This is an optimization exercise on Yosys and OpenROAD, whose aim is small area, a short achievable clock period and few clock cycles per item, not a production implementation.
In this exercise RTL edits were held to simulation tests only and were not proved equivalent to the original.
Power is estimated from default activity; no workload was simulated.

==> design/flow/design.v <==
`timescale 1ns / 1ps
`default_nettype none
package vpa_pkg;
    localparam int MAX_BLOCKS_DEF = 16;
    localparam int ADDR_WIDTH_DEF = 16;
    localparam int PARTITIONS_DEF = 4;
    localparam int PART_W    = 14;
    localparam int FIELD_W   = 16;
    localparam int OPC_W     = 3;
    localparam int CNT_OUT_W = 5;
    localparam int CFG_IDX_W = 4;
    localparam logic [OPC_W-1:0] OPC_FIRST   = 3'd0;
    localparam logic [OPC_W-1:0] OPC_BEST    = 3'd1;
    localparam logic [OPC_W-1:0] OPC_WORST   = 3'd2;
    localparam logic [OPC_W-1:0] OPC_RELEASE = 3'd3;
    localparam logic [OPC_W-1:0] OPC_RELOAD  = 3'd4;
    typedef enum logic [2:0] {
        ST_ALLOCATED,
        ST_NO_FIT,
        ST_RELEASED,
        ST_NOT_FOUND,
        ST_TABLE_FULL,
        ST_RELOADED
    } status_t;
    typedef enum logic [0:0] {
        ALU_ADD,
        ALU_SUB
    } alu_op_t;
    typedef struct packed {
        logic zero;
        logic carry;
        logic c_lt_d;
        logic c_gt_d;
    } alu_flags_t;
    typedef struct packed {
        logic [OPC_W-1:0]   opcode;
        logic [FIELD_W-1:0] request_size;
        logic [FIELD_W-1:0] release_address;
    } req_t;
    typedef struct packed {
        status_t              status;
        logic [FIELD_W-1:0]   granted_address;
        logic [CNT_OUT_W-1:0] entries_in_use;
    } rsp_t;
    function automatic logic [PART_W-1:0] part_reset(input int p);
        case (p)
            0:       part_reset = 14'd100;
            1:       part_reset = 14'd200;
            2:       part_reset = 14'd50;
            default: part_reset = '0;
        endcase
    endfunction
endpackage
`default_nettype wire
`timescale 1ns / 1ps
`default_nettype none
module vpa_ram #(
    parameter int WIDTH = 8,
    parameter int DEPTH = 16
) (
    input  wire logic                     clk,
    input  wire logic                     we,
    input  wire logic [$clog2(DEPTH)-1:0] waddr,
    input  wire logic [WIDTH-1:0]         wdata,
    input  wire logic [$clog2(DEPTH)-1:0] raddr,
    output logic      [WIDTH-1:0]         rdata
);
    logic [WIDTH-1:0] mem [DEPTH];
    always_ff @(posedge clk)
    begin
        if (we)
        begin
            mem[waddr] <= wdata;
        end
        rdata <= mem[raddr];
    end
endmodule
`default_nettype wire
`timescale 1ns / 1ps
`default_nettype none
module vpa_alu #(
    parameter int W = 17
) (
    input  wire vpa_pkg::alu_op_t    op,
    input  wire logic [W-1:0]        a,
    input  wire logic [W-1:0]        b,
    input  wire logic [W-1:0]        c,
    input  wire logic [W-1:0]        d,
    output logic      [W:0]          res,
    output vpa_pkg::alu_flags_t      flags
);
    always_comb
    begin
        unique case (op)
            vpa_pkg::ALU_ADD: res = {1'b0, a} + {1'b0, b};
            vpa_pkg::ALU_SUB: res = {1'b0, a} - {1'b0, b};
            default: res = '0;
        endcase
        flags.zero   = (res[W-1:0] == '0);
        flags.carry  = res[W];
        flags.c_lt_d = (c < d);
        flags.c_gt_d = (c > d);
    end
endmodule
`default_nettype wire
`timescale 1ns / 1ps
`default_nettype none
module vpa_seq #(
    parameter int MAX_BLOCKS = vpa_pkg::MAX_BLOCKS_DEF,
    parameter int ADDR_WIDTH = vpa_pkg::ADDR_WIDTH_DEF,
    parameter int PARTITIONS = vpa_pkg::PARTITIONS_DEF,
    parameter int IDX_W      = $clog2(MAX_BLOCKS),
    parameter int SIZE_W     = $clog2(PARTITIONS * (2 ** vpa_pkg::PART_W - 1) + 1),
    parameter int ENT_W      = 1 + SIZE_W + ADDR_WIDTH,
    parameter int OP_W       = 17
) (
    input  wire logic                                       clk,
    input  wire logic                                       rst_n,
    input  wire logic [PARTITIONS-1:0][vpa_pkg::PART_W-1:0] partition_size,
    input  wire logic                                       req_valid,
    output logic                                            req_ready,
    input  wire vpa_pkg::req_t                              req_data,
    output logic                                            rsp_valid,
    input  wire logic                                       rsp_ready,
    output vpa_pkg::rsp_t                                   rsp_data,
    output logic                                            ram_we,
    output logic [IDX_W-1:0]                                ram_waddr,
    output logic [ENT_W-1:0]                                ram_wdata,
    output logic [IDX_W-1:0]                                ram_raddr,
    input  wire logic [ENT_W-1:0]                           ram_rdata,
    output vpa_pkg::alu_op_t                                alu_op,
    output logic [OP_W-1:0]                                 alu_a,
    output logic [OP_W-1:0]                                 alu_b,
    output logic [OP_W-1:0]                                 alu_c,
    output logic [OP_W-1:0]                                 alu_d,
    input  wire logic [OP_W:0]                              alu_res,
    input  wire vpa_pkg::alu_flags_t                        alu_flags
);
    localparam int CNT_W = $clog2(MAX_BLOCKS + 1);
    localparam int PC_W  = $clog2(PARTITIONS + 1);
    localparam int CNT_X = CNT_W + vpa_pkg::CNT_OUT_W;
    typedef enum logic [3:0] {
        S_INIT,
        S_IDLE,
        S_SCAN,
        S_SHIFT,
        S_SPLIT,
        S_MARK,
        S_MERGE,
        S_MERGE_END,
        S_RELOAD,
        S_DONE
    } state_t;
    state_t                state_reg;
    state_t                state_next;
    logic [CNT_W-1:0]      count_reg;
    logic [CNT_W-1:0]      count_next;
    logic [vpa_pkg::OPC_W-1:0]      opcode_reg;
    logic [vpa_pkg::OPC_W-1:0]      opcode_next;
    logic [vpa_pkg::FIELD_W-1:0]    req_size_reg;
    logic [vpa_pkg::FIELD_W-1:0]    req_size_next;
    logic [vpa_pkg::FIELD_W-1:0]    addr_reg;
    logic [vpa_pkg::FIELD_W-1:0]    addr_next;
    logic [CNT_W-1:0]      ptr_reg;
    logic [CNT_W-1:0]      ptr_next;
    logic                  ev_vld_reg;
    logic                  ev_vld_next;
    logic [IDX_W-1:0]      ev_idx_reg;
    logic [IDX_W-1:0]      ev_idx_next;
    logic                  found_reg;
    logic                  found_next;
    logic [IDX_W-1:0]      pick_idx_reg;
    logic [IDX_W-1:0]      pick_idx_next;
    logic [ADDR_WIDTH-1:0] pick_start_reg;
    logic [ADDR_WIDTH-1:0] pick_start_next;
    logic [SIZE_W-1:0]     pick_size_reg;
    logic [SIZE_W-1:0]     pick_size_next;
    logic [SIZE_W-1:0]     pick_rem_reg;
    logic [SIZE_W-1:0]     pick_rem_next;
    logic                  pick_exact_reg;
    logic                  pick_exact_next;
    logic [ADDR_WIDTH-1:0] hold_start_reg;
    logic [ADDR_WIDTH-1:0] hold_start_next;
    logic [SIZE_W-1:0]     hold_size_reg;
    logic [SIZE_W-1:0]     hold_size_next;
    logic                  hold_used_reg;
    logic                  hold_used_next;
    logic [IDX_W-1:0]      wptr_reg;
    logic [IDX_W-1:0]      wptr_next;
    logic [ADDR_WIDTH-1:0] acc_reg;
    logic [ADDR_WIDTH-1:0] acc_next;
    logic [PC_W-1:0]       part_reg;
    logic [PC_W-1:0]       part_next;
    vpa_pkg::status_t               res_status_reg;
    vpa_pkg::status_t               res_status_next;
    logic [vpa_pkg::FIELD_W-1:0]    res_granted_reg;
    logic [vpa_pkg::FIELD_W-1:0]    res_granted_next;
    logic                  rsp_valid_reg;
    logic                  rsp_valid_next;
    vpa_pkg::rsp_t                  rsp_data_reg;
    vpa_pkg::rsp_t                  rsp_data_next;
    logic                  rd_used;
    logic [SIZE_W-1:0]     rd_size;
    logic [ADDR_WIDTH-1:0] rd_start;
    logic [vpa_pkg::PART_W-1:0]     part_sz;
    logic [OP_W-1:0]       req_x;
    logic [OP_W-1:0]       pick_start_x;
    logic [CNT_X-1:0]      cnt_wide;
    logic                  issue;
    logic                  take;
    logic                  better;
    logic                  e_used;
    assign rd_used      = ram_rdata[ENT_W-1];
    assign rd_size      = ram_rdata[ADDR_WIDTH +: SIZE_W];
    assign rd_start     = ram_rdata[ADDR_WIDTH-1:0];
    assign req_x        = OP_W'(req_size_reg);
    assign pick_start_x = OP_W'(pick_start_reg);
    assign cnt_wide     = CNT_X'(count_reg);
    assign req_ready = (state_reg == S_IDLE);
    assign rsp_valid = rsp_valid_reg;
    assign rsp_data  = rsp_data_reg;
    always_comb
    begin
        part_sz = '0;
        for (int p = 0; p < PARTITIONS; p++)
        begin
            if (part_reg == PC_W'(p))
            begin
                part_sz = (state_reg == S_INIT) ? vpa_pkg::part_reset(p) : partition_size[p];
            end
        end
    end
    always_comb
    begin
        alu_op = vpa_pkg::ALU_ADD;
        alu_a  = '0;
        alu_b  = '0;
        alu_c  = '0;
        alu_d  = '0;
        unique case (state_reg)
            S_SCAN:
            begin
                alu_op = vpa_pkg::ALU_SUB;
                if (opcode_reg == vpa_pkg::OPC_RELEASE)
                begin
                    alu_a = OP_W'(rd_start);
                    alu_b = OP_W'(addr_reg);
                end
                else
                begin
                    alu_a = OP_W'(rd_size);
                    alu_b = req_x;
                    alu_c = OP_W'(rd_size);
                    alu_d = OP_W'(pick_size_reg);
                end
            end
            S_SPLIT:
            begin
                alu_a = pick_start_x;
                alu_b = req_x;
            end
            S_MERGE:
            begin
                alu_a = OP_W'(hold_size_reg);
                alu_b = OP_W'(rd_size);
            end
            S_INIT, S_RELOAD:
            begin
                alu_a = OP_W'(acc_reg);
                alu_b = OP_W'(part_sz);
            end
            default:
            begin
                alu_a = '0;
            end
        endcase
    end
    always_comb
    begin
        state_next       = state_reg;
        count_next       = count_reg;
        opcode_next      = opcode_reg;
        req_size_next    = req_size_reg;
        addr_next        = addr_reg;
        ptr_next         = ptr_reg;
        ev_vld_next      = ev_vld_reg;
        ev_idx_next      = ev_idx_reg;
        found_next       = found_reg;
        pick_idx_next    = pick_idx_reg;
        pick_start_next  = pick_start_reg;
        pick_size_next   = pick_size_reg;
        pick_rem_next    = pick_rem_reg;
        pick_exact_next  = pick_exact_reg;
        hold_start_next  = hold_start_reg;
        hold_size_next   = hold_size_reg;
        hold_used_next   = hold_used_reg;
        wptr_next        = wptr_reg;
        acc_next         = acc_reg;
        part_next        = part_reg;
        res_status_next  = res_status_reg;
        res_granted_next = res_granted_reg;
        rsp_valid_next   = rsp_valid_reg;
        rsp_data_next    = rsp_data_reg;
        ram_we           = 1'b0;
        ram_waddr        = '0;
        ram_wdata        = '0;
        ram_raddr        = '0;
        issue            = 1'b0;
        take             = 1'b0;
        better           = 1'b0;
        e_used           = 1'b0;
        if (rsp_valid_reg && rsp_ready)
        begin
            rsp_valid_next = 1'b0;
        end
        unique case (state_reg)
            S_INIT, S_RELOAD:
            begin
                if (part_sz != '0)
                begin
                    if (count_reg < CNT_W'(MAX_BLOCKS))
                    begin
                        ram_we     = 1'b1;
                        ram_waddr  = count_reg[IDX_W-1:0];
                        ram_wdata  = {1'b0, SIZE_W'(part_sz), acc_reg};
                        count_next = count_reg + CNT_W'(1);
                    end
                    acc_next = alu_res[ADDR_WIDTH-1:0];
                end
                if (part_reg == PC_W'(PARTITIONS - 1))
                begin
                    res_status_next  = vpa_pkg::ST_RELOADED;
                    res_granted_next = '0;
                    state_next       = (state_reg == S_INIT) ? S_IDLE : S_DONE;
                end
                else
                begin
                    part_next = part_reg + PC_W'(1);
                end
            end
            S_IDLE:
            begin
                if (req_valid)
                begin
                    opcode_next      = req_data.opcode;
                    req_size_next    = req_data.request_size;
                    addr_next        = req_data.release_address;
                    ptr_next         = '0;
                    ev_vld_next      = 1'b0;
                    found_next       = 1'b0;
                    res_granted_next = '0;
                    if (req_data.opcode == vpa_pkg::OPC_FIRST || req_data.opcode == vpa_pkg::OPC_BEST ||
                        req_data.opcode == vpa_pkg::OPC_WORST)
                    begin
                        if (req_data.request_size == '0)
                        begin
                            res_status_next = vpa_pkg::ST_NO_FIT;
                            state_next      = S_DONE;
                        end
                        else
                        begin
                            state_next = S_SCAN;
                        end
                    end
                    else if (req_data.opcode == vpa_pkg::OPC_RELEASE)
                    begin
                        state_next = S_SCAN;
                    end
                    else if (req_data.opcode == vpa_pkg::OPC_RELOAD)
                    begin
                        count_next = '0;
                        acc_next   = '0;
                        part_next  = '0;
                        state_next = S_RELOAD;
                    end
                    else
                    begin
                        res_status_next = vpa_pkg::ST_NO_FIT;
                        state_next      = S_DONE;
                    end
                end
            end
            S_SCAN:
            begin
                issue = (ptr_reg < count_reg);
                if (issue)
                begin
                    ram_raddr = ptr_reg[IDX_W-1:0];
                    ptr_next  = ptr_reg + CNT_W'(1);
                end
                ev_vld_next = issue;
                ev_idx_next = ptr_reg[IDX_W-1:0];
                if (ev_vld_reg)
                begin
                    if (opcode_reg == vpa_pkg::OPC_RELEASE)
                    begin
                        take = rd_used && alu_flags.zero && !found_reg;
                    end
                    else
                    begin
                        better = (opcode_reg == vpa_pkg::OPC_BEST && alu_flags.c_lt_d) ||
                                 (opcode_reg == vpa_pkg::OPC_WORST && alu_flags.c_gt_d);
                        take   = !rd_used && !alu_flags.carry && (!found_reg || better);
                    end
                    if (take)
                    begin
                        found_next      = 1'b1;
                        pick_idx_next   = ev_idx_reg;
                        pick_start_next = rd_start;
                        pick_size_next  = rd_size;
                        pick_rem_next   = alu_res[SIZE_W-1:0];
                        pick_exact_next = alu_flags.zero;
                    end
                end
                if (!issue && !ev_vld_reg)
                begin
                    if (opcode_reg == vpa_pkg::OPC_RELEASE)
                    begin
                        if (!found_reg)
                        begin
                            res_status_next = vpa_pkg::ST_NOT_FOUND;
                            state_next      = S_DONE;
                        end
                        else
                        begin
                            ptr_next   = '0;
                            wptr_next  = '0;
                            state_next = S_MERGE;
                        end
                    end
                    else if (!found_reg)
                    begin
                        res_status_next = vpa_pkg::ST_NO_FIT;
                        state_next      = S_DONE;
                    end
                    else if (pick_exact_reg)
                    begin
                        state_next = S_MARK;
                    end
                    else if (count_reg == CNT_W'(MAX_BLOCKS))
                    begin
                        res_status_next = vpa_pkg::ST_TABLE_FULL;
                        state_next      = S_DONE;
                    end
                    else
                    begin
                        ptr_next   = count_reg - CNT_W'(1);
                        state_next = S_SHIFT;
                    end
                end
            end
            S_SHIFT:
            begin
                issue = (ptr_reg > CNT_W'(pick_idx_reg));
                if (issue)
                begin
                    ram_raddr = ptr_reg[IDX_W-1:0];
                    ptr_next  = ptr_reg - CNT_W'(1);
                end
                ev_vld_next = issue;
                ev_idx_next = ptr_reg[IDX_W-1:0];
                if (ev_vld_reg)
                begin
                    ram_we    = 1'b1;
                    ram_waddr = ev_idx_reg + IDX_W'(1);
                    ram_wdata = ram_rdata;
                end
                if (!issue && !ev_vld_reg)
                begin
                    state_next = S_SPLIT;
                end
            end
            S_SPLIT:
            begin
                ram_we     = 1'b1;
                ram_waddr  = pick_idx_reg + IDX_W'(1);
                ram_wdata  = {1'b0, pick_rem_reg, alu_res[ADDR_WIDTH-1:0]};
                count_next = count_reg + CNT_W'(1);
                state_next = S_MARK;
            end
            S_MARK:
            begin
                ram_we    = 1'b1;
                ram_waddr = pick_idx_reg;
                ram_wdata = {1'b1, pick_exact_reg ? pick_size_reg : req_x[SIZE_W-1:0],
                             pick_start_reg};
                res_status_next  = vpa_pkg::ST_ALLOCATED;
                res_granted_next = pick_start_x[vpa_pkg::FIELD_W-1:0];
                state_next       = S_DONE;
            end
            S_MERGE:
            begin
                issue = (ptr_reg < count_reg);
                if (issue)
                begin
                    ram_raddr = ptr_reg[IDX_W-1:0];
                    ptr_next  = ptr_reg + CNT_W'(1);
                end
                ev_vld_next = issue;
                ev_idx_next = ptr_reg[IDX_W-1:0];
                if (ev_vld_reg)
                begin
                    e_used = rd_used && (ev_idx_reg != pick_idx_reg);
                    if (ev_idx_reg == '0)
                    begin
                        hold_start_next = rd_start;
                        hold_size_next  = rd_size;
                        hold_used_next  = e_used;
                    end
                    else if (!hold_used_reg && !e_used)
                    begin
                        hold_size_next = alu_res[SIZE_W-1:0];
                    end
                    else
                    begin
                        ram_we          = 1'b1;
                        ram_waddr       = wptr_reg;
                        ram_wdata       = {hold_used_reg, hold_size_reg, hold_start_reg};
                        wptr_next       = wptr_reg + IDX_W'(1);
                        hold_start_next = rd_start;
                        hold_size_next  = rd_size;
                        hold_used_next  = e_used;
                    end
                end
                if (!issue && !ev_vld_reg)
                begin
                    state_next = S_MERGE_END;
                end
            end
            S_MERGE_END:
            begin
                ram_we          = 1'b1;
                ram_waddr       = wptr_reg;
                ram_wdata       = {hold_used_reg, hold_size_reg, hold_start_reg};
                count_next      = CNT_W'(wptr_reg) + CNT_W'(1);
                res_status_next = vpa_pkg::ST_RELEASED;
                state_next      = S_DONE;
            end
            S_DONE:
            begin
                if (!rsp_valid_reg || rsp_ready)
                begin
                    rsp_valid_next                = 1'b1;
                    rsp_data_next.status          = res_status_reg;
                    rsp_data_next.granted_address = res_granted_reg;
                    rsp_data_next.entries_in_use  = cnt_wide[vpa_pkg::CNT_OUT_W-1:0];
                    state_next                    = S_IDLE;
                end
            end
            default:
            begin
                state_next = S_IDLE;
            end
        endcase
    end
    always_ff @(posedge clk or negedge rst_n)
    begin
        if (!rst_n)
        begin
            state_reg       <= S_INIT;
            count_reg       <= '0;
            opcode_reg      <= '0;
            req_size_reg    <= '0;
            addr_reg        <= '0;
            ptr_reg         <= '0;
            ev_vld_reg      <= 1'b0;
            ev_idx_reg      <= '0;
            found_reg       <= 1'b0;
            pick_idx_reg    <= '0;
            pick_start_reg  <= '0;
            pick_size_reg   <= '0;
            pick_rem_reg    <= '0;
            pick_exact_reg  <= 1'b0;
            hold_start_reg  <= '0;
            hold_size_reg   <= '0;
            hold_used_reg   <= 1'b0;
            wptr_reg        <= '0;
            acc_reg         <= '0;
            part_reg        <= '0;
            res_status_reg  <= vpa_pkg::ST_NO_FIT;
            res_granted_reg <= '0;
            rsp_valid_reg   <= 1'b0;
            rsp_data_reg    <= '0;
        end
        else
        begin
            state_reg       <= state_next;
            count_reg       <= count_next;
            opcode_reg      <= opcode_next;
            req_size_reg    <= req_size_next;
            addr_reg        <= addr_next;
            ptr_reg         <= ptr_next;
            ev_vld_reg      <= ev_vld_next;
            ev_idx_reg      <= ev_idx_next;
            found_reg       <= found_next;
            pick_idx_reg    <= pick_idx_next;
            pick_start_reg  <= pick_start_next;
            pick_size_reg   <= pick_size_next;
            pick_rem_reg    <= pick_rem_next;
            pick_exact_reg  <= pick_exact_next;
            hold_start_reg  <= hold_start_next;
            hold_size_reg   <= hold_size_next;
            hold_used_reg   <= hold_used_next;
            wptr_reg        <= wptr_next;
            acc_reg         <= acc_next;
            part_reg        <= part_next;
            res_status_reg  <= res_status_next;
            res_granted_reg <= res_granted_next;
            rsp_valid_reg   <= rsp_valid_next;
            rsp_data_reg    <= rsp_data_next;
        end
    end
endmodule
`default_nettype wire
`timescale 1ns / 1ps
`default_nettype none
module variable_partition_allocator #(
    parameter int MAX_BLOCKS = vpa_pkg::MAX_BLOCKS_DEF,
    parameter int ADDR_WIDTH = vpa_pkg::ADDR_WIDTH_DEF,
    parameter int PARTITIONS = vpa_pkg::PARTITIONS_DEF
) (
    input  wire logic                            clk,
    input  wire logic                            rst_n,
    input  wire logic                            cfg_wen,
    input  wire logic [vpa_pkg::CFG_IDX_W-1:0]   cfg_index,
    input  wire logic [vpa_pkg::PART_W-1:0]      cfg_data,
    input  wire logic                            req_valid,
    output logic                                 req_ready,
    input  wire vpa_pkg::req_t                   req_data,
    output logic                                 rsp_valid,
    input  wire logic                            rsp_ready,
    output vpa_pkg::rsp_t                        rsp_data
);
    localparam int IDX_W  = $clog2(MAX_BLOCKS);
    localparam int SIZE_W = $clog2(PARTITIONS * (2 ** vpa_pkg::PART_W - 1) + 1);
    localparam int ENT_W  = 1 + SIZE_W + ADDR_WIDTH;
    localparam int MAX_AS = (ADDR_WIDTH > SIZE_W) ? ADDR_WIDTH : SIZE_W;
    localparam int OP_W   = (MAX_AS > vpa_pkg::FIELD_W) ? MAX_AS : vpa_pkg::FIELD_W;
    logic [PARTITIONS-1:0][vpa_pkg::PART_W-1:0] partition_size_reg;
    logic             ram_we;
    logic [IDX_W-1:0] ram_waddr;
    logic [ENT_W-1:0] ram_wdata;
    logic [IDX_W-1:0] ram_raddr;
    logic [ENT_W-1:0] ram_rdata;
    vpa_pkg::alu_op_t          alu_op;
    logic [OP_W-1:0]  alu_a;
    logic [OP_W-1:0]  alu_b;
    logic [OP_W-1:0]  alu_c;
    logic [OP_W-1:0]  alu_d;
    logic [OP_W:0]    alu_res;
    vpa_pkg::alu_flags_t       alu_flags;
    always_ff @(posedge clk or negedge rst_n)
    begin
        if (!rst_n)
        begin
            for (int p = 0; p < PARTITIONS; p++)
            begin
                partition_size_reg[p] <= vpa_pkg::part_reset(p);
            end
        end
        else
        begin
            for (int p = 0; p < PARTITIONS; p++)
            begin
                if (cfg_wen && cfg_index == vpa_pkg::CFG_IDX_W'(p))
                begin
                    partition_size_reg[p] <= cfg_data;
                end
            end
        end
    end
    vpa_ram #(
        .WIDTH (ENT_W),
        .DEPTH (MAX_BLOCKS)
    ) u_ram (
        .clk   (clk),
        .we    (ram_we),
        .waddr (ram_waddr),
        .wdata (ram_wdata),
        .raddr (ram_raddr),
        .rdata (ram_rdata)
    );
    vpa_alu #(
        .W (OP_W)
    ) u_alu (
        .op    (alu_op),
        .a     (alu_a),
        .b     (alu_b),
        .c     (alu_c),
        .d     (alu_d),
        .res   (alu_res),
        .flags (alu_flags)
    );
    vpa_seq #(
        .MAX_BLOCKS (MAX_BLOCKS),
        .ADDR_WIDTH (ADDR_WIDTH),
        .PARTITIONS (PARTITIONS),
        .IDX_W      (IDX_W),
        .SIZE_W     (SIZE_W),
        .ENT_W      (ENT_W),
        .OP_W       (OP_W)
    ) u_seq (
        .clk            (clk),
        .rst_n          (rst_n),
        .partition_size (partition_size_reg),
        .req_valid      (req_valid),
        .req_ready      (req_ready),
        .req_data       (req_data),
        .rsp_valid      (rsp_valid),
        .rsp_ready      (rsp_ready),
        .rsp_data       (rsp_data),
        .ram_we         (ram_we),
        .ram_waddr      (ram_waddr),
        .ram_wdata      (ram_wdata),
        .ram_raddr      (ram_raddr),
        .ram_rdata      (ram_rdata),
        .alu_op         (alu_op),
        .alu_a          (alu_a),
        .alu_b          (alu_b),
        .alu_c          (alu_c),
        .alu_d          (alu_d),
        .alu_res        (alu_res),
        .alu_flags      (alu_flags)
    );
endmodule
`default_nettype wire
==> design/flow/run.sh <==
#!/bin/bash
# synth_recipe.tcl (not shown) runs the flow's synth.tcl, then flattens the netlist and writes it again
# the make line also repeats each setting of config.mk as NAME=value (left out here)
make -C /OpenROAD-flow-scripts/flow DESIGN_CONFIG=/design/flow/config.mk WORK_HOME=/design/flow/orfs CLKGATE_MAP_FILE= SYNTH_SCRIPT=/design/flow/synth_recipe.tcl finish
==> design/flow/config.mk <==
export PLATFORM = sky130hd
export DESIGN_NAME = variable_partition_allocator
export DESIGN_NICKNAME = variable_partition_allocator
export VERILOG_FILES = /design/flow/design.v
export SDC_FILE = /design/flow/constraint.sdc
export NUM_CORES = 4
export LEC_CHECK = 0
export CAP_MARGIN = 20
export CORE_MARGIN = 2
export CORE_UTILIZATION = 40
export SLEW_MARGIN = 20
==> design/flow/constraint.sdc <==
create_clock -name core_clock -period 8.0 [get_ports {clk}]
set_input_delay 1.6000 -clock core_clock [delete_from_list [all_inputs] [get_ports {clk}]]
set_output_delay 1.6000 -clock core_clock [all_outputs]
set_load 0.01 [all_outputs]
==> notes.md <==
## cell families after synthesis
| family | after synthesis | synth area share, % |
|---|---|---|
| muxes | 249 | 7.81 |
| DFF | 825 | 62.4 |
| xor gates and xnor gates | 39 | 0.921 |
| and+or+nand+nor | 1053 | 12.6 |
| AOI/OAI and AO/OA | 632 | 11.6 |
| buffers and inverters | 232 | 2.67 |
| adders and majority gates | 57 | 1.94 |
## stage by stage
| stage | instance area, um2 | power (uW) | cells | worst slack [ns] | utilization, % |
|---|---|---|---|---|---|
| 2_1_floorplan | 37100 | 10500 | 3087 | 2.45 | - |
| 5_1_grt | 42500 | 18000 | 4463 | 0.592 | 46.3 |
| 3_3_place_gp | 39500 | 12900 | 4292 | 1.39 | 43.0 |
| 6_report | 42500 | 17100 | 4463 | 1.11 | 46.3 |
| 3_5_place_dp | 39500 | 12900 | 4295 | 1.18 | 43.1 |
| 4_1_cts | 42500 | 17100 | 4459 | 1.15 | 46.3 |
## metal layers
layer	track usage [%]	wire length (um)	part of all wire, %	vias to the layer above
met5	0	13	0.011	-
met4	8.86	4370	3.8	2
met3	3.20	8360	7.3	245
met2	37.8	52500	46	1144
met1	33.1	48600	43	13200
li1	-	-	-	11600
## worst paths after layout
check                      cells after the start                         startpoint                                  end
max in group asynchronous                      2                              rst_n  u_seq.hold_size_reg[10]$_DFFE_PN0P_
min                                            2  u_seq.rsp_data_reg[3]$_DFFE_PN0P_    u_seq.rsp_data_reg[3]$_DFFE_PN0P_
max                                           19     u_seq.state_reg[0]$_DFFE_PN0P_   u_seq.pick_size_reg[6]$_DFFE_PN0P_
max reg2reg                                   19     u_seq.state_reg[0]$_DFFE_PN0P_   u_seq.pick_size_reg[6]$_DFFE_PN0P_
min reg2reg                                    2  u_seq.rsp_data_reg[3]$_DFFE_PN0P_    u_seq.rsp_data_reg[3]$_DFFE_PN0P_
min in group asynchronous                      1                              rst_n    u_seq.rsp_data_reg[2]$_DFFE_PN0P_
## critical path, cell delays in order (launching register included)
cell and delay [ns]:
sky130_fd_sc_hd__dfrtp_1 0.91, sky130_fd_sc_hd__or4b_1 0.60, sky130_fd_sc_hd__nor2_2 0.21, sky130_fd_sc_hd__buf_4 0.26, sky130_fd_sc_hd__a222oi_1 0.48, sky130_fd_sc_hd__o2111a_1 0.30
sky130_fd_sc_hd__nand4b_1 0.23, sky130_fd_sc_hd__o21ai_0 0.28, sky130_fd_sc_hd__xor2_1 0.19, sky130_fd_sc_hd__ha_1 0.30, sky130_fd_sc_hd__a21o_1 0.21, sky130_fd_sc_hd__or3_1 0.33
sky130_fd_sc_hd__o211ai_1 0.17, sky130_fd_sc_hd__o41ai_1 0.11, sky130_fd_sc_hd__a2111oi_2 0.84, sky130_fd_sc_hd__nand3_1 0.23, sky130_fd_sc_hd__nor4_4 0.28, sky130_fd_sc_hd__a21boi_4 0.10
sky130_fd_sc_hd__buf_4 0.30, sky130_fd_sc_hd__mux2_4 0.36
## power by group through the flow
stage | registers, uW | logic [uW] | clock network [uW]
after floorplan | 5950 | 4520 | 0
after global placement | 6370 | 6530 | 0
after detailed placement | 6380 | 6550 | 0
after CTS | 6290 | 6600 | 4180
after global routing | 6370 | 7240 | 4350
final | 6320 | 6700 | 4130
## area by class of cell
class	count	area (um2)
clock inverter	55	632
sequential	825	23100
timing repair buffer	167	1510
inverter	34	128
clock buffer	109	2310
tap	1243	1560
fill	8233	49300
multi-input combinational	2030	13200
## layout by cell type, fill, tap and decap left out, drive strengths merged, types with 15 or more instances in the layout
cell,n
nand2,618
edfxtp,528
dfrtp,254
a21oi,220
mux2,185
clkbuf,111
nor2,102
nor3,99
o21ai,86
buf,83
clkdlybuf4s50,82
nand3,67
mux2i,60
ha,56
a222oi,47
o211ai,41
inv,39
clkinv,37
dfxtp,33
nor4,33
a32o,32
nand2b,26
o31ai,22
xnor2,21
a22o,21
and3,20
a21o,18
a221oi,18
a22oi,18
xor2,18
nor2b,17
nand4,16
a31oi,16
o22ai,15
## Yosys cell counts (all sizes together) (4+ instances only)
cell type  count
nor3          99
inv           34
edfxtp       528
a32o          32
o31ai         22
nand2b        26
o22ai         15
nand2        618
or4            5
nand3b        14
a221oi        18
o21ai         86
a22oi         18
mux2         185
a221o         10
a222oi        47
a21o          18
or2            8
and2           6
dfstp         10
xor2          18
nor2         102
o21a           8
nor4          33
or3            6
a22o          21
xnor2         21
nor2b         17
dfxtp         33
a211oi        11
a2111oi       11
ha            56
mux4           4
a21oi        220
buf           70
nand4         16
dfrtp        254
a31oi         16
and3          20
mux2i         60
o211ai        41
nand3         67
a32oi          7
clkbuf       128
==> notes.md <==
STA
• 23.6% — Slew headroom
• 6.89 ns — time the worst path needs with I/O delays and setup
• false — unrepaired setup endpoints after global routing
• 0 ns — Total Neg Setup Slack
• 0 — Slew Limit Fails
• 1.14 ns — worst slew pin tran
• 145 MHz — achievable clock frequency
• 86.1% — period utilization
• 0.479 ns — hold_ws
• 0.0508 ns — setup skew after layout
• 0 — count of final setup violators
• 0 — hold violation total from the final report

Logic synthesis
• 87 — synth unique cells
• 32.0% — share of synthesized flip-flops with an asynchronous set or reset
• sky130_fd_sc_hd__edfxtp_1 — commonest register cell after synthesis
• 4 — number of warnings printed during yosys synthesis
• 12.0 um2 — Avg Cell Area, Syn
• 3202 — nets in the synthesized netlist
• 62.4% — post-synthesis sequential area ratio
• 3087 — post-synthesis cell count
• sky130_fd_sc_hd__edfxtp_1 43%, sky130_fd_sc_hd__dfrtp_1 17%, sky130_fd_sc_hd__nand2_1 6.3%, sky130_fd_sc_hd__mux2_2 4.4%, sky130_fd_sc_hd__a21oi_1 3.0% — synth top area cells
• 825 — flip-flop and latch count after synthesis
• sky130_fd_sc_hd__edfxtp_1 — top cell type by total area after synthesis
• 528 — number of flops mapped to enable cells by yosys
• 42.8% — Yosys top cell area share
• 37100 um2 — netlist area before placement

CTS
• 0 — number of buffers inserted for hold repair after clock tree synthesis
• 0 — number of gates given a new drive strength after cts
• 3 — Bufs on Longest Clock Path
• 825 — sink count of the clock tree
• yes — TritonCTS clock tree
• 0 — Post-CTS Repair Setup Buffers
• 3 — number of levels in the clock H-tree
• 0.06 ns — clock-pin slew of the registers on the worst-case setup and hold paths
• 88 — clock buffers created by TritonCTS
• 0.68 ns — source-to-sink clock delay at the later pin of the worst-skew pair
• sky130_fd_sc_hd__clkbuf_16 — cell at the root of the clock tree

Floorplan
• 95200 um2 — Total Die Area
• 40.4% — effective utilization at floorplan
• 111 — total number of placement rows
• 84 — total I/O pin count
• 91800 um2 — placeable core region
• 309 um — die span in x
• 309 um — vertical extent of the die

Critical path
• flop — critical path endpoint category
• reg -> reg — Critical Setup Path Class
• 8.52 ns — required arrival time at the worst endpoint
• 29 — biggest fanout along the worst timing path
• 1.11 ns — setup slack, reg-to-reg
• flop — kind of launch point of the worst setup path
• 7.41 ns — arrival time at the worst endpoint

Cells and area
• 14.6% — layout overhead on the synthesized area
• 528 — max reg flops
• 0 — antenna diode count
• 3261 — number of nets at the end of the flow
• 14.5% — fraction of layout instances using a drive strength above 1

Power and ir drop
• 10200 uW — cell-internal power
• 264 uV — Peak supply drop
• 36.9% — fraction of power consumed by sequential logic
• 39.1% — combinational share of power
• 24.1% — Clock power frac
• 6970 uW — Switch Pwr
• 404 nW/um2 — Power per Cell Area
• 40.6% — switching share of power
• 0.0161 uW — leakage power summed over all cells

Global route
• 23.7% — overall global routing resource usage
• 168000 um — first-pass GRT wire length
• 144 — maximum number of pins on one net before global-route repair
• 25.4k — vias in the first global route
• 2 — antenna violations before repair
• 0 — total gr overflow

Worst hold path
• reg -> reg — Hold Path Class

Placed design
• 71200 um — Post-DP HPWL
• 0.945 — final weighted congestion in routability-driven placement
• 83 — Port Buf Inserts

Detailed routing
• 0 — number of remaining DRC errors
• 2870 — violation count after the first detailed-route iteration
• 26.3k — number of vias after detailed routing
• 10 — drt first pass iters
• 5.88 — Vias/cell
• 114000 um — wire length after detailed routing
• 0 — remaining antenna violation count after routing
• 25.5 um — DR WL/cell

Run status
• no timing/DRC/antenna violations — result of the run

Run
• 0 — Maximum Capacitance Violations

Testbench counts, summed over its fixed seeds: cycles 45,241, items 3,200.

## port drivers added, routing unchanged
No port has a modelled driver above. Below, the same layout with a new extraction and two added sets of constraints.
Step 1: set_driving_cell puts a clkbuf_16 on clk and a buf_2 on each other input, an assumption about the parent block.
Step 2 times the ports against the registers' clock, not the clock port: input delays grow and output delays shrink by t, the midpoint of the rising clock arrivals with the driver on.
Slacks: no drivers / after step 1 / after step 2; pairs: no drivers / after step 1.
shift t [ns]: 0.728
setup WS [ns]: 1.114 / 1.114 / 1.114
clock arrival spread, ns: 0.051 / 0.051
After both steps setup and hold are still met in this run. For this run, drivers alone change the setup slack by 0.000 ns; drivers and shift together by 0.000 ns.
